Background: an optimization exercise with open tools, aiming at small area. Do not read the settings as production practice. Only simulation tests tie the RTL to the original design; equivalence was not proved. No activity file was given, so power comes from the tool's default toggle rates.

==> design.v <==
module mode7_stepper #(
  parameter int HACT = 640,
  parameter int VACT = 480,
  parameter int VTOT = 525
) (
  input  logic        clk,
  input  logic        reset,
  input  logic        p_tick,
  input  logic        video_on,
  input  logic [9:0]  pixel_x,
  input  logic [9:0]  pixel_y,
  input  logic [15:0] originx,
  input  logic [15:0] originy,
  input  logic [15:0] offsetx,
  input  logic [15:0] offsety,
  input  logic [23:0] scalex,
  input  logic [23:0] scaley,
  input  logic [8:0]  angle,
  input  logic [15:0] tex_mask,
  output logic [8:0]  rom_addr,
  input  logic [15:0] rom_cos,
  input  logic [15:0] rom_sin,
  output logic [15:0] tex_u,
  output logic [15:0] tex_v,
  output logic        tex_valid
);
  localparam logic [9:0] X_END  = 10'(HACT);
  localparam logic [9:0] Y_ACT  = 10'(VACT);
  localparam logic [9:0] Y_LAST = 10'(VTOT - 1);
  localparam int W  = 38;    
  localparam int WL = 19;    
  localparam int WH = W - WL;
  typedef enum logic [1:0] {IDLE, FD, FS, LINE} mode_t;
  logic        ld, line_end, arm, present;
  assign ld       = p_tick && (pixel_x == '0) && (pixel_y == Y_ACT);
  assign line_end = p_tick && (pixel_x == X_END);
  assign arm      = line_end && ((pixel_y < Y_ACT - 10'd1) || (pixel_y == Y_LAST));
  logic [8:0]  ra;
  logic        dflt;
  logic [15:0] mask, ox, oy, offx, offy;
  assign rom_addr = ra;
  always_ff @(posedge clk or negedge reset) begin
    if (!reset) begin
      ra   <= '0;
      dflt <= 1'b1;
    end else if (ld) begin
      ra   <= angle;
      dflt <= 1'b0;
    end
  end
  always_ff @(posedge clk) begin
    if (ld) begin
      mask <= tex_mask;
      ox   <= originx;
      oy   <= originy;
      offx <= offsetx;
      offy <= offsety;
    end
  end
  mode_t      mode;
  logic [5:0] k;
  logic [1:0] ph;
  logic       fin, armed;
  logic [8:0] yl;
  logic       yz;
  assign present = p_tick && video_on && armed;
  always_ff @(posedge clk or negedge reset) begin
    if (!reset) begin
      mode  <= IDLE;
      k     <= '0;
      ph    <= '0;
      fin   <= 1'b0;
      armed <= 1'b0;
    end else begin
      if (line_end) armed <= arm;
      if (ld || arm) begin
        mode <= ld ? FD : LINE;
        k    <= 6'd37;
        ph   <= '0;
        fin  <= 1'b0;
      end else if (mode != IDLE) begin
        ph <= ph + 2'd1;
        if (!fin) begin
          if (ph == 2'd3 || (ph == 2'd2 && k >= 6'd9)) begin
            ph <= (k == '0) ? 2'd1 : 2'd0;
            fin <= (k == '0);
            k   <= k - 6'd1;
          end
        end else if (ph == 2'd0) begin
          ph   <= 2'd0;
          fin  <= 1'b0;
          k    <= 6'd37;
          mode <= (mode == FD) ? FS : IDLE;
        end
      end
    end
  end
  always_ff @(posedge clk) begin
    if (line_end) begin
      yl <= pixel_y[8:0];
      yz <= (pixel_y == Y_LAST);
    end
  end
  logic [3:0] kc, ko;
  logic       cosb, sinb, oxb, oyb, ylb, offxb, offyb;
  assign kc    = (k >= 6'd15) ? 4'd15 : k[3:0];
  assign ko    = 4'(k - 6'd22);
  assign cosb  = rom_cos[kc];
  assign sinb  = rom_sin[kc];
  assign oxb   = (k < 6'd16) && ox[k[3:0]];
  assign oyb   = (k < 6'd16) && oy[k[3:0]];
  assign ylb   = (k < 6'd9) && yl[k[3:0]] && !yz;
  assign offxb = (k >= 6'd22) && offx[ko];
  assign offyb = (k >= 6'd22) && offy[ko];
  logic line, run, hd;
  logic selA, selD, selSu, selSv, inju, injv, cinu, cinv;
  assign line = (mode == LINE);
  assign run  = (mode != IDLE);
  assign hd   = line && !dflt;
  always_comb begin
    selA  = 1'b0;
    cinu  = 1'b0;
    cinv  = 1'b0;
    selD  = present && !dflt;
    selSu = 1'b0;
    selSv = 1'b0;
    if (run && !fin) begin
      case (ph)
        2'd0: begin
          selA = 1'b1;
          cinu = hd && offxb;
          cinv = hd && offyb;
        end
        2'd1: selD = hd && !oxb;
        2'd2: begin
          selSu = line ? hd && !oyb : (mode == FD) ? cosb : !sinb;
          selSv = line ? hd && !oyb : (mode == FD) ? sinb : cosb;
        end
        default: begin
          selSu = hd && ylb;
          selSv = hd && ylb;
        end
      endcase
    end else if (run) begin
      case (ph)
        2'd1: selD = hd;
        2'd2: begin
          selSu = hd || (mode == FS);
          selSv = hd;
        end
        2'd3: begin
          selSu = hd && !yz;
          selSv = hd && !yz;
        end
        default: ;
      endcase
    end
  end
  assign inju = dflt && present;
  assign injv = dflt && line && (ph == 2'd3) && (fin ? !yz : ylb);
  logic [WL-1:0] Aln, Bln, Al, Bl;
  logic [WH-1:0] Ahn, Bhn, Ah, Bh;
  assign Al = ~Aln;
  assign Bl = ~Bln;
  assign Ah = ~Ahn;
  assign Bh = ~Bhn;
  logic [W-1:0]  Du, Dv, Su, Sv;
  logic          cun, cvn;                
  logic          hA, hD, hSu, hSv, hiu, hiv;   
  function automatic logic [WL:0] add_lo(input logic [WL-1:0] a, input logic [WL-1:0] b,
                                         input logic ci);
    logic [WL:0]   c;
    logic [WL-1:0] s;
    c[0] = ci;
    for (int i = 0; i < WL; i++) begin
      s[i]   = a[i] ^ b[i] ^ c[i];
      c[i+1] = (a[i] & b[i]) | (a[i] & c[i]) | (b[i] & c[i]);
    end
    add_lo = {c[WL], s};
  endfunction
  function automatic logic [WH-1:0] add_hi(input logic [WH-1:0] a, input logic [WH-1:0] b,
                                           input logic ci);
    logic [WH:0]   c;
    logic [WH-1:0] s;
    c[0] = ci;
    for (int i = 0; i < WH; i++) begin
      s[i]   = a[i] ^ b[i] ^ c[i];
      c[i+1] = (a[i] & b[i]) | (a[i] & c[i]) | (b[i] & c[i]);
    end
    add_hi = s;
  endfunction
  logic [WL-1:0] xul, xvl;
  logic [WH-1:0] xuh, xvh;
  logic [WL:0]   sul, svl;    
  logic [WH-1:0] suh, svh;
  assign xul = ({WL{selA}} & Al) | ({WL{selD}} & Du[WL-1:0]) | ({WL{selSu}} & Su[WL-1:0]);
  assign xvl = ({WL{selA}} & Bl) | ({WL{selD}} & Dv[WL-1:0]) | ({WL{selSv}} & Sv[WL-1:0]);
  assign xuh = ({WH{hA}} & Ah) | ({WH{hD}} & Du[W-1:WL]) | ({WH{hSu}} & Su[W-1:WL]) |
               (WH'(hiu) << (22 - WL));
  assign xvh = ({WH{hA}} & Bh) | ({WH{hD}} & Dv[W-1:WL]) | ({WH{hSv}} & Sv[W-1:WL]) |
               (WH'(hiv) << (22 - WL));
  assign sul = add_lo(Aln, ~xul, !cinu);
  assign svl = add_lo(Bln, ~xvl, !cinv);
  assign suh = add_hi(Ahn, ~xuh, cun);
  assign svh = add_hi(Bhn, ~xvh, cvn);
  always_ff @(posedge clk) begin
    Aln <= sul[WL-1:0];
    Bln <= svl[WL-1:0];
    cun <= sul[WL];
    cvn <= svl[WL];
    Ahn <= suh;
    Bhn <= svh;
  end
  always_ff @(posedge clk) begin
    hA  <= selA;
    hD  <= selD;
    hSu <= selSu;
    hSv <= selSv;
    hiu <= inju;
    hiv <= injv;
  end
  logic wb;
  assign wb = run && fin && (ph == 2'd0);
  always_ff @(posedge clk) begin
    if (ld) begin
      Su <= W'(scalex);
      Sv <= W'(scaley);
    end else if (wb && mode == FS) begin
      Su <= {Ah, Al};
      Sv <= {Bh, Bl};
    end
    if (wb && mode == FD) begin
      Du <= {Ah, Al};
      Dv <= {Bh, Bl};
    end
  end
  always_ff @(posedge clk or negedge reset) begin
    if (!reset) begin
      tex_u     <= '0;
      tex_v     <= '0;
      tex_valid <= 1'b0;
    end else begin
      tex_valid <= present;
      if (present) begin
        tex_u <= ~suh[WH-1:WH-16] & (mask | {16{dflt}});
        tex_v <= ~svh[WH-1:WH-16] & (mask | {16{dflt}});
      end
    end
  end
endmodule
==> flow/run.sh <==
#!/bin/bash
set -e
cd "$(dirname "$0")/.."
cat >> "$FLOW_CONFIG" <<'EOC'
export BUFFER_PORTS_ARGS = -buffer_cell sky130_fd_sc_hd__buf_1
export CTS_ARGS = -sink_clustering_enable -repair_clock_nets -sink_clustering_size 16 -sink_clustering_max_diameter 60 -buf_list sky130_fd_sc_hd__clkbuf_8 -dont_use_dummy_load
EOC
bash standard.sh > standard.log 2>&1
==> standard.sh <==
#!/bin/bash
# synth_recipe.tcl (not shown) runs the flow's synth.tcl, then flattens the netlist and writes it again
# the make line also repeats each setting of config.mk as NAME=value (left out here)
make -C /OpenROAD-flow-scripts/flow DESIGN_CONFIG=/design/flow/config.mk WORK_HOME=/design/flow/orfs CLKGATE_MAP_FILE= SYNTH_SCRIPT=/design/flow/synth_recipe.tcl "${@:-finish}"
==> config.mk <==
export PLATFORM = sky130hd
export DESIGN_NAME = mode7_stepper
export DESIGN_NICKNAME = mode7_stepper
export VERILOG_FILES = /design/flow/design.v
export SDC_FILE = /design/flow/constraint.sdc
export NUM_CORES = 4
export LEC_CHECK = 0
export CAP_MARGIN = 20
export CORE_MARGIN = 2
export CORE_UTILIZATION = 75
export PLACE_DENSITY = 0.85
export SLEW_MARGIN = 20
export BUFFER_PORTS_ARGS = -buffer_cell sky130_fd_sc_hd__buf_1
export CTS_ARGS = -sink_clustering_enable -repair_clock_nets -sink_clustering_size 16 -sink_clustering_max_diameter 60 -buf_list sky130_fd_sc_hd__clkbuf_8 -dont_use_dummy_load
==> constraint.sdc <==
create_clock -name core_clock -period 14.0 [get_ports {clk}]
set_input_delay 2.8000 -clock core_clock [delete_from_list [all_inputs] [get_ports {clk}]]
set_output_delay 2.8000 -clock core_clock [all_outputs]
set_load 0.01 [all_outputs]
==> metrics.cfg, run 1 <==
[clocking]
clock_sinks=381
ctsResizeCount=0
cts.htree.levels=1
clock_path_buffers=3
postCtsHoldBufs=0
postCtsSetupBuffers=0
cts_buffers=29
ctsRootBufferMaster=clkbuf_8
clk_latency_ps=590
cts_tree=yes
clk_pin_slew_ps=100

[detailed_routing]
highest_layer=met4
dr.pass1.iters=9
ant_nets=0
drt-wirelength-per-cell_um=20.1
drt-initial-drc-count=1012
wl_met3_um=2610
totalWireLength_um=34100
routed_via_density=6.21
vias=10500
post-route-drc-count=0
wl_met2_um=17500
met1Wirelength_um=13000

[final_layout]
finalInstanceArea_mm2=0.0175
drive_gt1_share_pct=5.99
fillers=1129
mostFrequentLayoutCells=buf_1, edfxtp_1, inv_1
fin_nets=1701
final_common_cell=buf_1
area_delta_synth_final_pct=9.04

[floorplan]
ios=235
rows=53
coreArea_mm2=0.0210
initial_utilization_pct=76.4
dieHeight_um=150
dieArea_mm2=0.0226
die_w_um=150

[power]
p_leak_nw=6.45
irDropWorstVdd_mv=0.0991
powerDensity_mw_per_mm2=187

[grt]
grt_pass1_wl_um=54500
grt_pass1_vias=11000
overflow=0
grt_max_degree=108
antenna_found_initial=1
grt_usage_pct=31.0

[timing]
period_share_pct=87.3
skew_ps=36.2
min_period_ps=12220
fmax_ghz=0.0818
fin_ws_ps=1780
relSlewSlack_pct=25.6
timing.final.max_slew_violations=0
setup_tns_ps=0
setup_violations=0
rsz0062_at_grt=no
report.final.hold_viol_count=0
tightestPinTransition_ps=1120

[placed_design]
hpwlAfterDp_um=23300
dpl_cell_area_mm2=0.0171
routabilityCongestion=0.877
dp_slack_ps=1180
port_buffers=234

[logic_synthesis]
synth_edf_count=214
ys_seq_elements=381
synth_seq_area_share_pct=62.5
synth_area_mm2=0.0161
synthArstFlopShare_pct=14.4
synth_cell_types=65
synth_ff_type=edfxtp_1
syn_area_per_cell_um2=13.3
synth.net_count=1489
syn_inst=1210
synth-warning-count=1

[job]
cap_violations=0

[critical_path]
cp_max_fo=20
arrival_ps=12760
crit_type=primary input to register
rr_worst_depth=32
cpMostUsedCell=fa_1
start_kind=primary input
required_ps=14540
slowest_delay_ps=450
slowest_stage=fa_1
critPathCaptureType=register

[status]
status=no timing/DRC/antenna violations

[worst_hold_path]
holdPathStages=1
min_path_type=register to register

sequential cells by signal (all words and copies together) (netlist names), 9 cells and up:
name	count
Ahn	19
ox	16
Su	38
offx	16
tex_u	16
offy	16
tex_v	16
Bln	19
Bhn	19
ra	9
oy	16
mask	16
Du	38
Aln	19
Sv	38
Dv	38
yl	9
critical path, delay by kind of cell:
kind,cells,cell delay [ps]
compound gates,6,1120
fa+ha+maj,19,8210
buf+inv,4,490
simple gates,1,120
Yosys cell counts, types with 12 or more instances:
library cell / number / area share (%)
dfrtp_1: 54 / 8.4
inv_1: 115 / 2.7
a222oi_1: 54 / 3.4
a21oi_1: 66 / 2.1
nand2_1: 88 / 2.1
a211oi_1: 32 / 1.5
a22oi_1: 16 / 0.75
mux4_2: 19 / 2.7
fa_1: 74 / 9.2
clkbuf_1: 46 / 1.1
o21ai_0: 28 / 0.87
dfxtp_1: 112 / 14
o31ai_1: 32 / 1.5
ha_1: 12 / 0.93
nor2_1: 111 / 2.6
nor3_1: 12 / 0.37
edfxtp_1: 214 / 40
per-stage QoR:
step	instances	power, W	utilization (%)	hold WS (ps)
detailed placement	1666	0.00278	81.4	442
global route	1695	0.00348	83.3	476
CTS	1695	0.00328	83.3	461
floorplan	1210	0.00243	-	430
global placement	1666	0.00268	81.4	440
finish	1696	0.00327	83.4	460
routing by layer:
metal / vias up / GRT usage [%]
li1: 4784 / -
met1: 5140 / 41.6
met2: 523 / 52.5
met3: 84 / 5.15
met4: 0 / 10.7
met5: - / 0
worst paths after layout:
| path | endpoint | slack [ps] | startpoint |
|---|---|---|---|
| max | Aln[18] | 1780 | rom_cos[4] |
| min | Sv[34] | 460 | Bhn[15] |
| max reg2reg | Aln[18] | 2270 | k[1] |
| min reg2reg | Sv[34] | 460 | Bhn[15] |
| max in group asynchronous | fin | 11060 | reset |
| min in group asynchronous | armed | 2380 | reset |
logic make-up after synthesis:
family                   synth area share, %
AND/OR/NAND/NOR                         6.64
XOR/XNOR                               0.327
buffers and inverters                   4.80
flip-flops                              62.5
multiplexers                            3.50
AO/OA/AOI/OAI                           12.1
adder cells (fa/ha/maj)                 10.2
layout make-up:
type	instances	area (um2)	area share [%]
clock buffer	29	399	2.28
antenna	1	2.50	0.0143
inverter	118	445	2.54
timing repair buffer	250	1000	5.71
sequential	381	10000	57.3
multi-input combinational	642	5290	30.2
tap	275	344	1.96
where the power goes:
group	total (W)	internal [W]	switching [W]
Clock	0.000506	0.000185	0.000321
Combinational	0.00110	0.000473	0.000630
Sequential	0.00166	0.00146	0.000202
==> run 2, diff against run 1 <==
--- a/design.v
+++ b/design.v
@@ -64,35 +64,32 @@
   logic [8:0] yl;
   logic       yz;
   assign present = p_tick && video_on && armed;
+  logic seq_start, seq_next;
+  assign seq_start = ld || arm;
+  assign seq_next  = !fin && (ph == 2'd3 || (ph == 2'd2 && k >= 6'd9));
   always_ff @(posedge clk or negedge reset) begin
     if (!reset) begin
       mode  <= IDLE;
-      k     <= '0;
-      ph    <= '0;
-      fin   <= 1'b0;
       armed <= 1'b0;
     end else begin
       if (line_end) armed <= arm;
-      if (ld || arm) begin
+      if (seq_start)
         mode <= ld ? FD : LINE;
-        k    <= 6'd37;
-        ph   <= '0;
-        fin  <= 1'b0;
-      end else if (mode != IDLE) begin
-        ph <= ph + 2'd1;
-        if (!fin) begin
-          if (ph == 2'd3 || (ph == 2'd2 && k >= 6'd9)) begin
-            ph <= (k == '0) ? 2'd1 : 2'd0;
-            fin <= (k == '0);
-            k   <= k - 6'd1;
-          end
-        end else if (ph == 2'd0) begin
-          ph   <= 2'd0;
-          fin  <= 1'b0;
-          k    <= 6'd37;
-          mode <= (mode == FD) ? FS : IDLE;
-        end
-      end
+      else if (mode != IDLE && fin && ph == 2'd0)
+        mode <= (mode == FD) ? FS : IDLE;
+    end
+  end
+  always_ff @(posedge clk) begin
+    if (seq_start || (fin && ph == 2'd0)) begin
+      k   <= 6'd37;
+      ph  <= '0;
+      fin <= 1'b0;
+    end else if (seq_next) begin
+      ph  <= (k == '0) ? 2'd1 : 2'd0;
+      fin <= (k == '0);
+      k   <= k - 6'd1;
+    end else begin
+      ph  <= ph + 2'd1;
     end
   end
   always_ff @(posedge clk) begin
--- a/config.mk
+++ b/config.mk
@@ -5,10 +5,10 @@
 export SDC_FILE = /design/flow/constraint.sdc
 export NUM_CORES = 4
 export LEC_CHECK = 0
-export CAP_MARGIN = 20
+export CAP_MARGIN = 5
 export CORE_MARGIN = 2
 export CORE_UTILIZATION = 75
 export PLACE_DENSITY = 0.85
-export SLEW_MARGIN = 20
+export SLEW_MARGIN = 5
 export BUFFER_PORTS_ARGS = -buffer_cell sky130_fd_sc_hd__buf_1
 export CTS_ARGS = -sink_clustering_enable -repair_clock_nets -sink_clustering_size 16 -sink_clustering_max_diameter 60 -buf_list sky130_fd_sc_hd__clkbuf_8 -dont_use_dummy_load
==> run 2 against run 1 <==
  * Combinational power up 15%
  * Register-to-register slack improved by 540 ps
  * Critical path depth did not move
  * Die area shrank 0.37%
  * Sequential power is 3% higher
  * Critical path type unchanged
  * Via count down 0.74%
  * Synthesized area decreased by 0.37%
  * Non-clock buffer count down 2
  * Still clean
  * Wire length down 1.8%
  * Clock-buffer cell count unchanged
  * Synthesized cell count about the same
==> metrics.cfg, run 2 <==
[status]
status=no timing/DRC/antenna violations

[detailed_routing]
drt-wirelength-per-cell_um=19.8
routed_via_density=6.17
totalWireLength_um=33500
drt-initial-drc-count=1145
post-route-drc-count=0
dr.pass1.iters=10
vias=10500
ant_nets=0

[worst_hold_path]
holdPathStages=1
hold_end=Sv[29]
min_path_type=register to register
hp-start=Bhn[10]

[grt]
grt_usage_pct=30.0
grt_pass1_vias=10600
grt_pass1_wl_um=52900
overflow=0
grt_max_degree=106
antenna_found_initial=1

[timing]
report.final.hold_viol_count=0
min_period_ps=12190
relSlewSlack_pct=27.8
skew_ps=60.7
tightestPinTransition_ps=1080
setup_tns_ps=0
period_share_pct=87.1
fin_ws_ps=1810
fmax_ghz=0.0820
setup_violations=0
whs_ps=465
rsz0062_at_grt=no
timing.final.max_slew_violations=0

[floorplan]
initial_utilization_pct=76.4
die_w_um=150
dieArea_mm2=0.0225
rows=53
coreArea_mm2=0.0210
ios=235
dieHeight_um=150

[final_layout]
stdcell_count=1694
fin_util_pct=83.2
final_common_cell=buf_1
mostFrequentLayoutCells=buf_1, edfxtp_1, dfxtp_1
fin_nets=1698
drive_gt1_share_pct=5.22
area_delta_synth_final_pct=8.93

[critical_path]
crit_type=primary input to register
r2r_end=Aln[18]
crit_family=adder cells
arrival_ps=12740
rr_worst_depth=30
required_ps=14560
reg2reg_from=k[1]
reg2reg_slack_ps=2810
slowest_stage=fa_1
start_kind=primary input
cp_max_fo=20
slowest_delay_ps=450
path_depth=30
critPathCaptureType=register
critical_path_buf_inv_count=4
cpMostUsedCell=fa_1

[clocking]
clk_latency_ps=610
ctsRootBufferMaster=clkbuf_8
ctsResizeCount=0
cts_buffers=29
clk_pin_slew_ps=100
postCtsHoldBufs=0
cts.htree.levels=1
cts_tree=yes
clock_sinks=381
clock_path_buffers=3
postCtsSetupBuffers=0

[logic_synthesis]
yosysTopAreaCell=edfxtp_1
synth_top_area_share_pct=40.1
synthArstFlopShare_pct=12.1
syn_inst=1209
synthTopCellsByArea=edfxtp_1, dfxtp_1, fa_1
synth_seq_area_share_pct=62.5
synthMostInstantiatedCell=edfxtp_1
synth.net_count=1487
synth_edf_count=214
synth-warning-count=1
synth_area_mm2=0.0160
ys_seq_elements=381
netlist_top_cells_count=edfxtp_1, dfxtp_1, inv_1
synth_ff_type=edfxtp_1
syn_area_per_cell_um2=13.2
synth_cell_types=67

[placed_design]
port_buffers=234
dp_slack_ps=1250
routabilityCongestion=0.836
hpwlAfterDp_um=22700
dpl.cell_count=1664

[power]
irDropWorstVdd_mv=0.108
p_leak_nw=6.47
powerDensity_mw_per_mm2=200

[job]
cap_violations=0

==> run 2: cell type report <==
cell class / count / area (um2)
Antenna cell: 1 / 2.50
Clock buffer: 29 / 399
Tap cell: 275 / 344
Inverter: 121 / 457
Sequential cell: 381 / 10000
Fill cell: 1159 / 3520
Multi-Input combinational cell: 639 / 5250
Timing Repair Buffer: 248 / 985
==> run 2: report_power, final <==
part	internal, W	switching, W	total, W	leakage, nW
registers	0.00148	0.000234	0.00171	3.57
logic	0.000555	0.000711	0.00127	2.69
clock network	0.000185	0.000323	0.000508	0.209
==> run 2: how the worst max path moves through the flow <==
stage / slack, ps / from / endpoint
after floorplan: 2000 / rom_sin[14] / Aln[18]
after global placement: 1400 / rom_cos[6] / Aln[18]
after detailed placement: 1250 / rom_cos[6] / Aln[18]
after CTS: 1810 / rom_cos[6] / Aln[18]
after global routing: 1470 / rom_cos[6] / Aln[18]
final: 1810 / rom_cos[6] / Aln[18]
==> run 2: metrics by stage <==
step	cell area, um2	total power (W)
finish	17400	0.00348
global route	17400	0.00373
CTS	17400	0.00349
detailed placement	17000	0.00298
global placement	17000	0.00287
floorplan	16000	0.00259
==> run 2: logic make-up (layout without fill, tap and decap cells) <==
kind of cell	count (synthesis)	in the layout	share of synthesized area, %
AOI/OAI and AO/OA	263	263	12.0
xor gates and xnor gates	7	7	0.383
adders and majority gates	85	85	10.1
buffers and inverters	189	398	4.92
DFF	381	381	62.5
muxes	34	34	3.38
other	0	1	0
and+or+nand+nor	250	250	6.73
==> run 2: per-layer routing <==
metal	GRT usage, %	up-vias	wire length, um	part of all wire (%)
li1	-	4782	-	-
met4	10.0	0	1060	3.2
met1	40.7	5101	13100	39
met5	0	-	0	0
met3	5.18	74	2580	7.7
met2	50.4	496	16800	50
==> run 3, diff against run 2 <==
--- a/config.mk
+++ b/config.mk
@@ -5,10 +5,10 @@
 export SDC_FILE = /design/flow/constraint.sdc
 export NUM_CORES = 4
 export LEC_CHECK = 0
-export CAP_MARGIN = 5
+export CAP_MARGIN = 20
 export CORE_MARGIN = 2
 export CORE_UTILIZATION = 75
 export PLACE_DENSITY = 0.85
-export SLEW_MARGIN = 5
+export SLEW_MARGIN = 20
 export BUFFER_PORTS_ARGS = -buffer_cell sky130_fd_sc_hd__buf_1
 export CTS_ARGS = -sink_clustering_enable -repair_clock_nets -sink_clustering_size 16 -sink_clustering_max_diameter 60 -buf_list sky130_fd_sc_hd__clkbuf_8 -dont_use_dummy_load
==> run 3 against run 2 <==
  * Clock power hardly changed
  * Sequential power about the same
  * Critical endpoint unchanged
  * Highest routed layer unchanged
  * Still clean
  * Critical path depth stayed put
==> metrics.cfg, run 3 <==
[logic_synthesis]
synth_ff_type=edfxtp_1
synthArstFlopShare_pct=12.1
synth_top_area_share_pct=40.1
synth_area_mm2=0.0160
synth_cell_types=67
syn_inst=1209
synthMostInstantiatedCell=edfxtp_1
synth_seq_area_share_pct=62.5
synthTopCellsByArea=edfxtp_1, dfxtp_1, fa_1
ys_seq_elements=381
netlist_top_cells_count=edfxtp_1, dfxtp_1, inv_1
syn_area_per_cell_um2=13.2
synth-warning-count=1
synth.net_count=1487
synth_edf_count=214
yosysTopAreaCell=edfxtp_1

[critical_path]
cpMostUsedCell=fa_1
start_kind=primary input
cp_max_fo=20
slowest_delay_ps=450
slowest_stage=fa_1
crit_type=primary input to register
critPathCaptureType=register
required_ps=14560
arrival_ps=12740

[clocking]
clock_sinks=381
cts_tree=yes
clk_pin_slew_ps=100
ctsRootBufferMaster=clkbuf_8
cts_buffers=29
clk_latency_ps=610
cts.htree.levels=1
postCtsSetupBuffers=0
clock_path_buffers=3
ctsResizeCount=0
postCtsHoldBufs=0

[detailed_routing]
met1Wirelength_um=13100
wl_met3_um=2580
vias=10500
wl_met2_um=16800
highest_layer=met4
dr.pass1.iters=10
drt-initial-drc-count=1145
ant_nets=0
post-route-drc-count=0
routed_via_density=6.17
totalWireLength_um=33500
drt-wirelength-per-cell_um=19.8

[placed_design]
dp_slack_ps=1250
hpwlAfterDp_um=22700
dpl_cell_area_mm2=0.0170
routabilityCongestion=0.836
port_buffers=234

[final_layout]
final_common_cell=buf_1
fin_nets=1698
fin_util_pct=83.2
final-seq-area_mm2=0.0100
area_delta_synth_final_pct=8.93
fillers=1159
mostFrequentLayoutCells=buf_1, edfxtp_1, dfxtp_1
finalInstanceArea_mm2=0.0174
multi_input_area_mm2=0.00525
drive_gt1_share_pct=5.22

[grt]
grt_usage_pct=30.0
grt_max_degree=106
grt_pass1_vias=10600
grt_pass1_wl_um=52900
overflow=0
antenna_found_initial=1

[status]
status=no timing/DRC/antenna violations

[power]
p_leak_nw=6.47
irDropWorstVdd_mv=0.108
powerDensity_mw_per_mm2=200

[job]
cap_violations=0

[timing]
fin_ws_ps=1810
setup_violations=0
relSlewSlack_pct=27.8
rsz0062_at_grt=no
timing.final.max_slew_violations=0
setup_tns_ps=0
tightestPinTransition_ps=1080
min_period_ps=12190
report.final.hold_viol_count=0
period_share_pct=87.1
fmax_ghz=0.0820
skew_ps=60.7

[floorplan]
ios=235
dieHeight_um=150
coreArea_mm2=0.0210
initial_utilization_pct=76.4
die_w_um=150
rows=53
dieArea_mm2=0.0225

[worst_hold_path]
min_path_type=register to register

run 3: cell counts after synthesis:
No cell type changed its count.
run 3: metal layers:
layer | track usage [%] | up-vias
met4 | 10.0 | 0
met3 | 5.18 | 74
li1 | - | 4782
met5 | 0 | -
met1 | 40.7 | 5101
met2 | 50.4 | 496
run 3: kinds of logic (layout without fill, tap and decap cells):
logic type,Yosys count,after routing,share of synthesized area (%)
flops,381,381,62.5
compound gates,263,263,12.0
simple gates,250,250,6.73
buf+inv,189,398,4.92
fa+ha+maj,85,85,10.1
mux,34,34,3.38
xor+xnor,7,7,0.383
other cells,0,1,0
run 3: final cells by class:
| cell class | instances | share of cell area, % |
|---|---|---|
| multi-input combinational | 639 | 30.1 |
| antenna | 1 | 0.0143 |
| inverter | 121 | 2.62 |
| timing repair buffer | 248 | 5.65 |
| tap | 275 | 1.97 |
| clock buffer | 29 | 2.29 |
| sequential | 381 | 57.4 |
run 3: path summary, 6_finish.rpt:
path,startpoint,to,slack (ps),cells after the start
max,rom_cos[6],Aln[18],1810,30
min,Bhn[10],Sv[29],460,1
max reg2reg,k[1],Aln[18],2810,30
min reg2reg,Bhn[10],Sv[29],460,1
max in group asynchronous,reset,tex_u[4],11180,2
min in group asynchronous,reset,ra[3],2330,2
run 3: worst max-delay path: cells and delay by family:
family / cells / cell delay (ps)
AO/OA/AOI/OAI: 6 / 1210
multiplexers: 1 / 80
buffers and inverters: 4 / 520
adder cells (fa/ha/maj): 19 / 8120
run 3: power by group:
group	leakage [nW]	internal [W]	switching, W	total (W)
clock	0.209	0.000185	0.000323	0.000508
combinational	2.69	0.000555	0.000711	0.00127
sequential	3.57	0.00148	0.000234	0.00171
total	6.47	0.00222	0.00127	0.00348
run 3: stage by stage:
stage          power [W]  hold WS (ps)  cells
6_report         0.00348           465   1694
5_1_grt          0.00373           489   1693
4_1_cts          0.00349           465   1693
3_5_place_dp     0.00298           452   1664
3_3_place_gp     0.00287           439   1664
2_1_floorplan    0.00259           430   1209
==> run 4, diff against run 3 <==
--- a/design.v
+++ b/design.v
@@ -218,14 +218,12 @@
   end
   logic wb;
   assign wb = run && fin && (ph == 2'd0);
-  always_ff @(posedge clk) begin
-    if (ld) begin
-      Su <= W'(scalex);
-      Sv <= W'(scaley);
-    end else if (wb && mode == FS) begin
-      Su <= {Ah, Al};
-      Sv <= {Bh, Bl};
-    end
+  logic ws, hs;
+  assign ws = wb && (mode == FS);
+  assign hs = !ld && !ws;
+  always_ff @(posedge clk) begin
+    Su <= ({W{ld}} & W'(scalex)) | ({W{ws}} & {Ah, Al}) | ({W{hs}} & Su);
+    Sv <= ({W{ld}} & W'(scaley)) | ({W{ws}} & {Bh, Bl}) | ({W{hs}} & Sv);
     if (wb && mode == FD) begin
       Du <= {Ah, Al};
       Dv <= {Bh, Bl};
==> run 4 against run 3 <==
  * Clock skew shrank 15 ps
  * Wire length up 4.3%
  * Cell count fell by 0.12%
  * Via count is 2.5% higher
  * Global-route usage grew 2.0 points
  * Critical path depth down 1
  * Final area fell by 0.58%
  * Sequential share of layout area is 2.4 points lower
  * Critical endpoint is now Bln[18]
==> metrics.cfg, run 4 <==
[timing]
setup_tns_ps=0
min_period_ps=12390
timing.final.max_slew_violations=0
skew_ps=46.2
fmax_ghz=0.0807
report.final.hold_viol_count=0
setup_violations=0
rsz0062_at_grt=no
relSlewSlack_pct=34.8
period_share_pct=88.5
tightestPinTransition_ps=977

[logic_synthesis]
synthMostInstantiatedCell=dfxtp_1
synth_ff_type=dfxtp_1
synth-warning-count=1
yosysTopAreaCell=edfxtp_1
synth.net_count=1494
synth_cell_types=74
synth_seq_area_share_pct=59.9
synth_edf_count=166
netlist_top_cells_count=dfxtp_1, edfxtp_1, inv_1
synthTopCellsByArea=edfxtp_1, dfxtp_1, fa_1
synth_top_area_share_pct=31.3
synthArstFlopShare_pct=12.1
syn_inst=1216
ys_seq_elements=381
synth_area_mm2=0.0159
syn_area_per_cell_um2=13.1

[job]
cap_violations=0

[clocking]
ctsRootBufferMaster=clkbuf_8
clock_path_buffers=3
cts_buffers=29
postCtsSetupBuffers=0
clk_pin_slew_ps=100
postCtsHoldBufs=0
clock_sinks=381
clk_latency_ps=600
ctsResizeCount=0
cts_tree=yes
cts.htree.levels=1

[detailed_routing]
drt-wirelength-per-cell_um=20.6
vias=10700
routed_via_density=6.33
ant_nets=0
totalWireLength_um=34900
dr.pass1.iters=8
drt-initial-drc-count=1090
post-route-drc-count=0

[power]
combinationalPowerShare_pct=20.5
p_leak_nw=6.59
p_sw_w=0.000717
p_sw_share_pct=30.3
clkPwrFrac_pct=21.4
p_int_w=0.00165
seqPwrFrac_pct=58.1
irDropWorstVdd_mv=0.142
powerDensity_mw_per_mm2=136

[grt]
grt_max_degree=105
antenna_found_initial=1
grt_pass1_vias=10800
grt_usage_pct=32.0
overflow=0
grt_pass1_wl_um=56000

[final_layout]
fin_util_pct=83.0
mostFrequentLayoutCells=buf_1, dfxtp_1, edfxtp_1
area_delta_synth_final_pct=9.00
drive_gt1_share_pct=6.50
fin_nets=1696
final_common_cell=buf_1

[critical_path]
start_kind=primary input
cp_max_fo=20
arrival_ps=12910
rr_worst_depth=29
reg2reg_slack_ps=2570
crit_family=adder cells
critPathCaptureType=register
path_depth=29
slowest_stage=a21o_1
critical_path_buf_inv_count=3
required_ps=14530
crit_type=primary input to register
slowest_delay_ps=560
cpMostUsedCell=fa_1

[floorplan]
rows=53
dieHeight_um=150
coreArea_mm2=0.0209
initial_utilization_pct=76.1
ios=235
die_w_um=150
dieArea_mm2=0.0224

[placed_design]
hpwlAfterDp_um=24100
routabilityCongestion=0.823
port_buffers=234

[worst_hold_path]
min_path_type=register to register
holdPathStages=1

[status]
status=no timing/DRC/antenna violations

[run 4: cell families (layout without fill, tap and decap cells)]
| family | Yosys count | count (layout) | share of synthesized area (%) |
|---|---|---|---|
| DFF | 381 | 381 | 59.9 |
| xor gates and xnor gates | 7 | 7 | 0.385 |
| AOI/OAI and AO/OA | 280 | 280 | 14.0 |
| muxes | 42 | 42 | 4.26 |
| other | 0 | 1 | 0 |
| buffers and inverters | 196 | 396 | 5.03 |
| adders and majority gates | 85 | 85 | 10.2 |
| and+or+nand+nor | 225 | 225 | 6.28 |
[run 4: layout make-up]
type	count	area (um2)
well taps	275	344
clock buffers	29	399
multi-input cells	639	5630
inverters	118	443
fillers	1168	3550
flip-flops and latches	381	9520
repair buffers	249	996
diodes	1	2.50
[run 4: final timing paths]
kind                                  start   endpoint
worst max-delay path            rom_cos[13]    Bln[18]
worst min-delay path                Bhn[13]     Sv[32]
worst max register to register         k[1]    Bln[18]
worst min register to register      Bhn[13]     Sv[32]
max in group asynchronous             reset      armed
min in group asynchronous             reset  tex_u[10]
[run 4: layer usage]
| layer | share of wire, % | vias to the layer above | global-route usage, % |
|---|---|---|---|
| met5 | 0.037 | - | 0 |
| met4 | 2.6 | 2 | 7.81 |
| met3 | 8.2 | 83 | 5.34 |
| met2 | 49 | 509 | 53.1 |
| met1 | 40 | 5283 | 45.3 |
| li1 | - | 4841 | - |
[run 4: metrics by stage]
stage	hold WS (ps)	total power, W	cells	area (um2)	setup slack, ps
2_1_floorplan	447	0.00173	1216	15900	1850
3_3_place_gp	457	0.00185	1662	16900	1180
3_5_place_dp	460	0.00188	1662	16900	1040
4_1_cts	477	0.00237	1691	17300	1590
5_1_grt	494	0.00247	1691	17300	1180
6_report	472	0.00236	1692	17300	1610
[run 4: power by group through the flow]
stage	clock network (W)	registers [W]	logic, W
after floorplan	0	0.00133	0.000397
after global placement	0	0.00139	0.000457
after detailed placement	0	0.00140	0.000479
after CTS	0.000510	0.00137	0.000483
after global routing	0.000546	0.00139	0.000538
final	0.000506	0.00137	0.000484
==> run 5, diff against run 4 <==
--- a/design.v
+++ b/design.v
@@ -98,17 +98,19 @@
       yz <= (pixel_y == Y_LAST);
     end
   end
-  logic [3:0] kc, ko;
-  logic       cosb, sinb, oxb, oyb, ylb, offxb, offyb;
-  assign kc    = (k >= 6'd15) ? 4'd15 : k[3:0];
-  assign ko    = 4'(k - 6'd22);
-  assign cosb  = rom_cos[kc];
-  assign sinb  = rom_sin[kc];
-  assign oxb   = (k < 6'd16) && ox[k[3:0]];
-  assign oyb   = (k < 6'd16) && oy[k[3:0]];
-  assign ylb   = (k < 6'd9) && yl[k[3:0]] && !yz;
-  assign offxb = (k >= 6'd22) && offx[ko];
-  assign offyb = (k >= 6'd22) && offy[ko];
+  logic [15:0] oh, ohko;
+  logic        lo16;
+  logic        cosb, sinb, oxb, oyb, ylb, offxb, offyb;
+  assign oh    = 16'd1 << k[3:0];
+  assign ohko  = {oh[5:0], oh[15:6]};
+  assign lo16  = (k[5:4] == 2'd0);
+  assign cosb  = (k >= 6'd15) ? rom_cos[15] : |(rom_cos & oh);
+  assign sinb  = (k >= 6'd15) ? rom_sin[15] : |(rom_sin & oh);
+  assign oxb   = lo16 && |(ox & oh);
+  assign oyb   = lo16 && |(oy & oh);
+  assign ylb   = (k < 6'd9) && |(yl & oh[8:0]) && !yz;
+  assign offxb = (k >= 6'd22) && |(offx & ohko);
+  assign offyb = (k >= 6'd22) && |(offy & ohko);
   logic line, run, hd;
   logic selA, selD, selSu, selSv, inju, injv, cinu, cinv;
   assign line = (mode == LINE);
==> run 5 against run 4 <==
  * Non-clock buffer count grew 1
  * Sequential share of layout area grew 0.90 points
  * Hold slack gained 4.5 ps
  * Worst setup slack gained 150 ps
  * Synthesized cell count shrank 1.1%
  * Power grew 48%
  * Cell count shrank 0.89%
  * Wire length shrank 0.93%
  * Core utilization grew 0.74 points
  * Highest routed layer is now met4
==> metrics.cfg, run 5 <==
[logic_synthesis]
synth_area_mm2=0.0156
synthArstFlopShare_pct=12.1
synth_cell_types=67
synth_edf_count=166
synth-warning-count=1
syn_area_per_cell_um2=13.0
netlist_top_cells_count=dfxtp_1, edfxtp_1, inv_1
synth.net_count=1479
synth_ff_type=dfxtp_1
ys_seq_elements=381
syn_inst=1203
synthMostInstantiatedCell=dfxtp_1
synth_seq_area_share_pct=60.9
synthTopCellsByArea=edfxtp_1, dfxtp_1, fa_1
yosysTopAreaCell=edfxtp_1
synth_top_area_share_pct=31.9

[placed_design]
routabilityCongestion=0.839
hpwlAfterDp_um=23100
port_buffers=234

[critical_path]
start_kind=primary input
cpMostUsedCell=fa_1
slowest_delay_ps=450
crit_family=adder cells
cp_max_fo=20
critPathCaptureType=register
slowest_stage=fa_1
arrival_ps=12760
crit_type=primary input to register
critical_path_buf_inv_count=4
required_ps=14520

[clocking]
clk_pin_slew_ps=100
ctsRootBufferMaster=clkbuf_8
clock_path_buffers=3
cts.htree.levels=1
ctsResizeCount=0
postCtsHoldBufs=0
cts_buffers=28
postCtsSetupBuffers=0
cts_tree=yes
clk_latency_ps=590
clock_sinks=381

[grt]
grtUsageMet2_pct=55.1
met3_usage_pct=4.39
grt_busiest_layer=met2
use_met1_pct=43.2
overflow=0
antenna_found_initial=0
grt_pass1_wl_um=55600
grt_pass1_vias=11300
grt_max_degree=106
grt_usage_pct=31.9

[detailed_routing]
totalWireLength_um=34600
ant_nets=0
post-route-drc-count=0
routed_via_density=6.45
vias=10800
drt-wirelength-per-cell_um=20.6
dr.pass1.iters=9
drt-initial-drc-count=1073

[floorplan]
rows=52
dieArea_mm2=0.0220
ios=235
coreArea_mm2=0.0204
initial_utilization_pct=76.7
dieHeight_um=148
die_w_um=148

[final_layout]
final_common_cell=buf_1
area_delta_synth_final_pct=9.16
mostFrequentLayoutCells=buf_1, dfxtp_1, edfxtp_1
drive_gt1_share_pct=5.26
num_antenna_cells=0
multi_input_area_mm2=0.00536
final-seq-area_mm2=0.00952
fillers=1117
fin_nets=1685

[timing]
setup_violations=0
skew_ps=37.5
relSlewSlack_pct=25.0
setup_tns_ps=0
period_share_pct=87.4
min_period_ps=12240
report.final.hold_viol_count=0
timing.final.max_slew_violations=0
rsz0062_at_grt=no
tightestPinTransition_ps=1120
fmax_ghz=0.0817

[power]
p_leak_nw=6.48
irDropWorstVdd_mv=0.145
p_total_w=0.00350
powerDensity_mw_per_mm2=205

[worst_hold_path]
min_path_type=register to register

[job]
cap_violations=0

[status]
status=no timing/DRC/antenna violations

## run 5: worst paths after layout
kind,startpoint,to,slack (ps),cells after the start
worst max-delay path,rom_sin[6],Aln[18],1760,29
worst min-delay path,Bhn[13],Sv[32],480,1
worst max register to register,k[0],Bln[18],2280,30
worst min register to register,Bhn[13],Sv[32],480,1
max in group asynchronous,reset,ra[2],11190,2
min in group asynchronous,reset,tex_u[11],2310,2
## run 5: cell families after synthesis
kind of cell	after synthesis	synth area share [%]
fa+ha+maj	83	10.2
compound gates	291	15.3
xor+xnor	7	0.392
simple gates	232	6.76
buf+inv	192	5.02
mux	17	1.41
flops	381	60.9
## run 5: cell type report
class	count	share of cell area (%)
Clock buffer	28	2.26
Inverter	118	2.60
Multi-Input combinational cell	630	31.4
Sequential cell	381	55.8
Tap cell	270	1.98
Timing Repair Buffer	250	5.88
## run 5: through the flow
stage          util (%)  instance area (um2)  hold WS (ps)  setup WS [ps]  cells
4_1_cts            83.7                17000           476           1730   1677
6_report           83.7                17100           477           1760   1677
3_3_place_gp       81.8                16700           457           1350   1649
2_1_floorplan         -                15600           449           1860   1203
5_1_grt            83.7                17100           501           1320   1677
3_5_place_dp       81.8                16700           463           1150   1649
## run 5: report_power, final
part	switching [W]	internal, W
Sequential	0.000218	0.00146
Clock	0.000322	0.000179
Combinational	0.000775	0.000540
## run 5: layer usage
metal / routed length [um] / vias up
li1: - / 4835
met1: 13600 / 5336
met2: 17400 / 570
met3: 2710 / 70
met4: 869 / 0
met5: 0 / -
==> run 6, diff against run 5 <==
--- a/design.v
+++ b/design.v
@@ -104,8 +104,10 @@
   assign oh    = 16'd1 << k[3:0];
   assign ohko  = {oh[5:0], oh[15:6]};
   assign lo16  = (k[5:4] == 2'd0);
-  assign cosb  = (k >= 6'd15) ? rom_cos[15] : |(rom_cos & oh);
-  assign sinb  = (k >= 6'd15) ? rom_sin[15] : |(rom_sin & oh);
+  always_ff @(posedge clk) begin
+    cosb <= (k >= 6'd15) ? rom_cos[15] : |(rom_cos & oh);
+    sinb <= (k >= 6'd15) ? rom_sin[15] : |(rom_sin & oh);
+  end
   assign oxb   = lo16 && |(ox & oh);
   assign oyb   = lo16 && |(oy & oh);
   assign ylb   = (k < 6'd9) && |(yl & oh[8:0]) && !yz;
==> run 6 against run 5 <==
  * First-iteration DRC count grew 7.5%
  * Clock power is essentially flat
  * Die area shrank 0.44%
  * Critical path depth shrank 2
  * Sequential share of layout area grew 0.37 points
  * Cell count shrank 0.36%
  * Core utilization grew 0.065 points
  * Hold slack gained 3.2 ps
  * Synthesized cell count is the same
  * Synthesized area shrank 0.46%
  * Largest cell class unchanged
  * Largest power group unchanged
  * Clock skew grew 21 ps
  * Highest routed layer unchanged
==> metrics.cfg, run 6 <==
[final_layout]
stdcell_count=1671
drive_gt1_share_pct=5.00
mostFrequentLayoutCells=buf_1, dfxtp_1, edfxtp_1
final_common_cell=buf_1
fin_util_pct=83.8
fin_nets=1679
area_delta_synth_final_pct=9.40
num_antenna_cells=0

[worst_hold_path]
holdPathStages=2
min_path_type=register to register
hp-start=Sv[28]
hold_end=Sv[28]

[status]
status=no timing/DRC/antenna violations

[detailed_routing]
drt-initial-drc-count=1154
vias=10700
ant_nets=0
totalWireLength_um=33500
routed_via_density=6.39
dr.pass1.iters=10
post-route-drc-count=0
drt-wirelength-per-cell_um=20.0

[critical_path]
reg2reg_slack_ps=2360
start_kind=primary input
critPathCaptureType=register
required_ps=14550
arrival_ps=12220
reg2reg_from=k[0]
cp_max_fo=14
rr_worst_depth=29
crit_type=primary input to register
r2r_end=Aln[18]

[logic_synthesis]
synth_top_area_share_pct=32.1
synthTopCellsByArea=edfxtp_1, dfxtp_1, fa_1
synth-warning-count=1
synth_cell_types=63
synth.net_count=1479
synth_edf_count=166
netlist_top_cells_count=dfxtp_1, edfxtp_1, inv_1
ys_seq_elements=383
synthArstFlopShare_pct=12.0
synth_area_mm2=0.0155
synthMostInstantiatedCell=dfxtp_1
yosysTopAreaCell=edfxtp_1
synth_seq_area_share_pct=61.5
syn_area_per_cell_um2=12.9
syn_inst=1203
synth_ff_type=dfxtp_1

[floorplan]
coreArea_mm2=0.0203
dieHeight_um=148
rows=52
die_w_um=148
dieArea_mm2=0.0219
ios=235
initial_utilization_pct=76.6

[power]
irDropWorstVdd_mv=0.0983
powerDensity_mw_per_mm2=134
p_leak_nw=6.41

[timing]
timing.final.max_slew_violations=0
rsz0062_at_grt=no
setup_tns_ps=0
whs_ps=480
setup_violations=0
period_share_pct=83.4
tightestPinTransition_ps=1110
fmax_ghz=0.0856
skew_ps=58.6
report.final.hold_viol_count=0
min_period_ps=11680
relSlewSlack_pct=26.3

[grt]
grt_max_degree=105
antenna_found_initial=0
grt_usage_pct=31.1
grt_pass1_vias=10900
overflow=0
grt_pass1_wl_um=54400

[clocking]
clk_pin_slew_ps=100
cts.htree.levels=1
postCtsHoldBufs=0
cts_tree=yes
clock_sinks=383
ctsRootBufferMaster=clkbuf_8
postCtsSetupBuffers=0
ctsResizeCount=0
clock_path_buffers=3
clk_latency_ps=600
cts_buffers=28

[placed_design]
hpwlAfterDp_um=22000
dpl.cell_count=1643
routabilityCongestion=0.821
port_buffers=234

[job]
cap_violations=0

[run 6: cell types whose count changed in the layout (fill, tap and decap cells not counted), moves of 4 or more]
| cell | delta |
|---|---|
| or3_1 | -4 |
| a21oi_1 | +5 |
| o21ai_0 | +6 |
| nand2b_1 | -4 |
| a22oi_1 | -4 |
| a222oi_1 | +7 |
| and3_1 | -6 |
| nand2_1 | +13 |
[run 6: area by class of cell]
class / count / area (um2)
inverters: 116 / 435
multi-input cells: 626 / 5280
clock buffers: 28 / 385
well taps: 270 / 338
repair buffers: 248 / 1010
flip-flops and latches: 383 / 9560
fillers: 1122 / 3290
[run 6: worst max-delay path by stage]
| stage | end | cells past startpoint | start |
|---|---|---|---|
| after floorplan | Aln[18] | 27 | video_on |
| after global placement | Aln[18] | 27 | p_tick |
| after detailed placement | Aln[18] | 27 | p_tick |
| after CTS | Aln[18] | 27 | p_tick |
| after global routing | Aln[18] | 29 | k[0] |
| final | Aln[18] | 27 | p_tick |
[run 6: where the power goes]
part | switching [W] | internal, W | leakage (nW)
combinational | 0.000265 | 0.000168 | 2.76
clock | 0.000325 | 0.000179 | 0.201
sequential | 0.0000844 | 0.00125 | 3.45
[run 6: through the flow]
step | area (um2) | power, W | setup slack, ps
after CTS | 17000 | 0.00227 | 2280
after global placement | 16600 | 0.00176 | 1800
after global routing | 17000 | 0.00238 | 1800
final | 17000 | 0.00227 | 2320
after detailed placement | 16600 | 0.00178 | 1690
after floorplan | 15500 | 0.00165 | 2260
[run 6: worst max-delay path, stage by stage]
cell and delay, ps:
buf_1 110, nand3_2 90, inv_1 110, a21oi_1 110
o32ai_4 430, a222oi_1 230, fa_1 470, fa_1 430
fa_1 440, fa_1 430, fa_1 430, fa_1 460
fa_1 440, fa_1 430, fa_1 430, fa_1 420
fa_1 420, fa_1 430, fa_1 420, fa_1 420
fa_1 420, fa_1 420, fa_1 440, fa_1 390
inv_1 80, fa_1 420, inv_1 60
[run 6: cell families (layout without fill, tap and decap cells)]
logic type	count (synthesis)	count (layout)	synth area share (%)
buffers and inverters	194	392	4.83
and+or+nand+nor	223	223	6.20
muxes	15	15	1.29
DFF	383	383	61.5
AOI/OAI and AO/OA	298	298	15.6
adders and majority gates	83	83	10.3
xor gates and xnor gates	7	7	0.394
[run 6: routing by layer]
metal,vias up,routed length (um),track usage [%]
met2,566,16200,50.6
met1,5229,13600,44.9
li1,4813,-,-
met3,66,2770,4.69
met4,0,848,8.67
met5,-,0,0
==> run 7, diff against run 6 <==
--- a/design.v
+++ b/design.v
@@ -61,12 +61,13 @@
   logic [5:0] k;
   logic [1:0] ph;
   logic       fin, armed;
-  logic [8:0] yl;
-  logic       yz;
+  logic       yz, ystall;
+  logic       ydig, yv;
   assign present = p_tick && video_on && armed;
   logic seq_start, seq_next;
   assign seq_start = ld || arm;
   assign seq_next  = !fin && (ph == 2'd3 || (ph == 2'd2 && k >= 6'd9));
+  assign ystall    = (mode == LINE) && !fin && (ph == 2'd3) && !yv;
   always_ff @(posedge clk or negedge reset) begin
     if (!reset) begin
       mode  <= IDLE;
@@ -84,6 +85,7 @@
       k   <= 6'd37;
       ph  <= '0;
       fin <= 1'b0;
+    end else if (ystall) begin
     end else if (seq_next) begin
       ph  <= (k == '0) ? 2'd1 : 2'd0;
       fin <= (k == '0);
@@ -93,9 +95,12 @@
     end
   end
   always_ff @(posedge clk) begin
-    if (line_end) begin
-      yl <= pixel_y[8:0];
-      yz <= (pixel_y == Y_LAST);
+    if (line_end) yz <= (pixel_y == Y_LAST);
+    if (seq_start || (seq_next && !ystall)) begin
+      yv <= 1'b0;
+    end else if (p_tick) begin
+      yv   <= 1'b1;
+      ydig <= |(pixel_y[8:0] & oh[8:0]);
     end
   end
   logic [15:0] oh, ohko;
@@ -110,7 +115,7 @@
   end
   assign oxb   = lo16 && |(ox & oh);
   assign oyb   = lo16 && |(oy & oh);
-  assign ylb   = (k < 6'd9) && |(yl & oh[8:0]) && !yz;
+  assign ylb   = (k < 6'd9) && ydig && yv && !yz;
   assign offxb = (k >= 6'd22) && |(offx & ohko);
   assign offyb = (k >= 6'd22) && |(offy & ohko);
   logic line, run, hd;
==> run 7 against run 6 <==
  * Still clean on timing, DRC and antenna
  * Critical endpoint unchanged
  * Clock skew fell by 13 ps
  * Critical path type unchanged
  * Fmax fell by 2.0%
  * Via count barely moved
  * Cell count rose by 0.66%
  * Global-route usage rose by 0.97 points
  * Register-to-register slack improved by 540 ps
  * Synthesized cell count rose by 1.0%
  * Die area rose by 0.11%
  * Final area fell by 0.66%
  * Sequential share of layout area fell by 0.93 points
  * Non-clock buffer count fell by 1
==> metrics.cfg, run 7 <==
[critical_path]
critPathCaptureType=register
crit_family=adder cells
path_depth=28
arrival_ps=12460
required_ps=14550
slowest_delay_ps=450
start_kind=primary input
cp_max_fo=33
critical_path_buf_inv_count=5
rr_worst_depth=29
crit_type=primary input to register
slowest_stage=fa_1
cpMostUsedCell=fa_1

[clocking]
postCtsHoldBufs=0
clock_path_buffers=3
cts_buffers=28
cts_tree=yes
clock_sinks=376
ctsResizeCount=0
clk_latency_ps=600
postCtsSetupBuffers=0
ctsRootBufferMaster=clkbuf_8
clk_pin_slew_ps=100
cts.htree.levels=1

[detailed_routing]
met1Wirelength_um=13500
dr.pass1.iters=9
totalWireLength_um=34500
wl_met3_um=3010
post-route-drc-count=0
drt-initial-drc-count=1388
routed_via_density=6.35
wl_met2_um=16900
ant_nets=0
vias=10700
highest_layer=met4
drt-wirelength-per-cell_um=20.5

[timing]
period_share_pct=85.1
timing.final.max_slew_violations=0
setup_violations=0
setup_tns_ps=0
fin_ws_ps=2080
relSlewSlack_pct=27.4
fmax_ghz=0.0839
skew_ps=45.4
whs_ps=473
report.final.hold_viol_count=0
tightestPinTransition_ps=1090
min_period_ps=11920
rsz0062_at_grt=no

[floorplan]
ios=235
dieHeight_um=148
die_w_um=148
coreArea_mm2=0.0203
rows=52
initial_utilization_pct=76.7
dieArea_mm2=0.0219

[grt]
grt_pass1_vias=10900
grt_max_degree=106
grt_usage_pct=32.1
antenna_found_initial=2
overflow=0
grt_pass1_wl_um=55400

[power]
p_total_w=0.00339
irDropWorstVdd_mv=0.131
powerDensity_mw_per_mm2=201
p_leak_nw=6.44

[worst_hold_path]
holdPathStages=1
min_path_type=register to register

[logic_synthesis]
synthTopCellsByArea=edfxtp_1, dfxtp_1, fa_1
synth_seq_area_share_pct=60.0
yosysTopAreaCell=edfxtp_1
synth_edf_count=158
synth_area_mm2=0.0156
ys_seq_elements=376
synth.net_count=1491
netlist_top_cells_count=dfxtp_1, edfxtp_1, inv_1
syn_area_per_cell_um2=12.8
syn_inst=1215
synth_cell_types=65
synthArstFlopShare_pct=12.2
synth-warning-count=1
synth_top_area_share_pct=30.5
synthMostInstantiatedCell=dfxtp_1
synth_ff_type=dfxtp_1

[placed_design]
dp_slack_ps=1500
dpl_cell_area_mm2=0.0165
routabilityCongestion=0.862
hpwlAfterDp_um=23200
port_buffers=234

[final_layout]
final_common_cell=buf_1
final-seq-area_mm2=0.00934
drive_gt1_share_pct=4.89
multi_input_area_mm2=0.00539
mostFrequentLayoutCells=buf_1, dfxtp_1, edfxtp_1
finalInstanceArea_mm2=0.0169
fin_nets=1688
fillers=1150
area_delta_synth_final_pct=8.55

[job]
cap_violations=0

[status]
status=no timing/DRC/antenna violations

## run 7: cell count changes after synthesis, moves of 4 or more
cell	before	now
a211oi_1	5	1
a22oi_1	30	36
a311oi_1	1	6
and3_1	0	5
buf_2	14	20
buf_4	1	10
buf_6	0	7
clkbuf_1	51	33
edfxtp_1	166	158
nor2_1	84	74
nor3_1	6	14
or3_1	0	5
## run 7: path summary, 6_finish.rpt
path	to	slack, ps	startpoint
setup reg to reg	Aln[18]	2900	k[1]
max in group asynchronous	tex_v[15]	11230	reset
setup / recovery	Aln[18]	2080	p_tick
min in group asynchronous	tex_u[10]	2300	reset
hold reg to reg	Dv[37]	470	Bhn[18]
hold / removal	Dv[37]	470	Bhn[18]
## run 7: cell type report
class / instances / area share (%)
Inverter: 118 / 2.62
Multi-Input combinational cell: 641 / 31.9
Clock buffer: 28 / 2.28
Sequential cell: 376 / 55.3
Tap cell: 270 / 2.00
Antenna cell: 2 / 0.0296
Timing Repair Buffer: 247 / 5.92
## run 7: metrics by stage
step | utilization (%) | cells
finish | 83.2 | 1682
global route | 83.2 | 1682
CTS | 83.1 | 1679
detailed placement | 81.2 | 1651
global placement | 81.2 | 1651
floorplan | - | 1215
## run 7: per-layer routing
metal | global-route usage (%) | up-vias
met5 | 0 | -
met4 | 11.0 | 0
met3 | 5.18 | 79
met2 | 52.7 | 561
met1 | 44.7 | 5177
li1 | - | 4858
## run 7: kinds of logic (layout without fill, tap and decap cells)
logic type | after synthesis | after routing | share of synthesized area (%)
adders and majority gates | 83 | 83 | 10.2
AOI/OAI and AO/OA | 299 | 299 | 15.8
other | 0 | 2 | 0
DFF | 376 | 376 | 60.0
muxes | 16 | 16 | 1.29
xor gates and xnor gates | 7 | 7 | 0.394
and+or+nand+nor | 236 | 236 | 6.78
buffers and inverters | 198 | 393 | 5.51
## run 7: power by group
group	leakage, nW	switching [W]	internal [W]
Sequential	3.49	0.000240	0.00146
Clock	0.201	0.000319	0.000179
Combinational	2.75	0.000686	0.000507
Total	6.44	0.00125	0.00215

[port drivers added, routing unchanged]
The flow's constraints put no driver on any port. The routed layouts listed below were extracted and timed again, unchanged, in two steps. Step 1 assumes that a clkbuf_16 drives the clock port and a buf_2 every other input. Step 2, shift: input delay + t, output delay - t, t = (earliest + latest rising clock arrival at the registers) / 2. This alone moves slack from input paths to output paths. Slacks: no drivers / after step 1 / after step 2; pairs: no drivers / after step 1.
run	t (ns)	setup WS [ns]	clock arrival spread, ns
run 1	0.617	1.779 / 1.785 / 1.168	0.037 / 0.038
run 2	0.623	1.811 / 1.827 / 1.204	0.061 / 0.061
run 3	0.623	1.811 / 1.827 / 1.204	0.061 / 0.061
run 4	0.619	1.615 / 1.636 / 1.018	0.046 / 0.047
run 5	0.611	1.764 / 1.784 / 1.173	0.038 / 0.038
run 6	0.615	2.321 / 2.346 / 1.731	0.059 / 0.059
run 7	0.622	2.081 / 2.106 / 1.484	0.045 / 0.046
After both steps setup and hold are still met in every run listed. The setup slack of run 1, which loses most, moves by +0.006 ns with the drivers and by -0.611 ns with both steps.
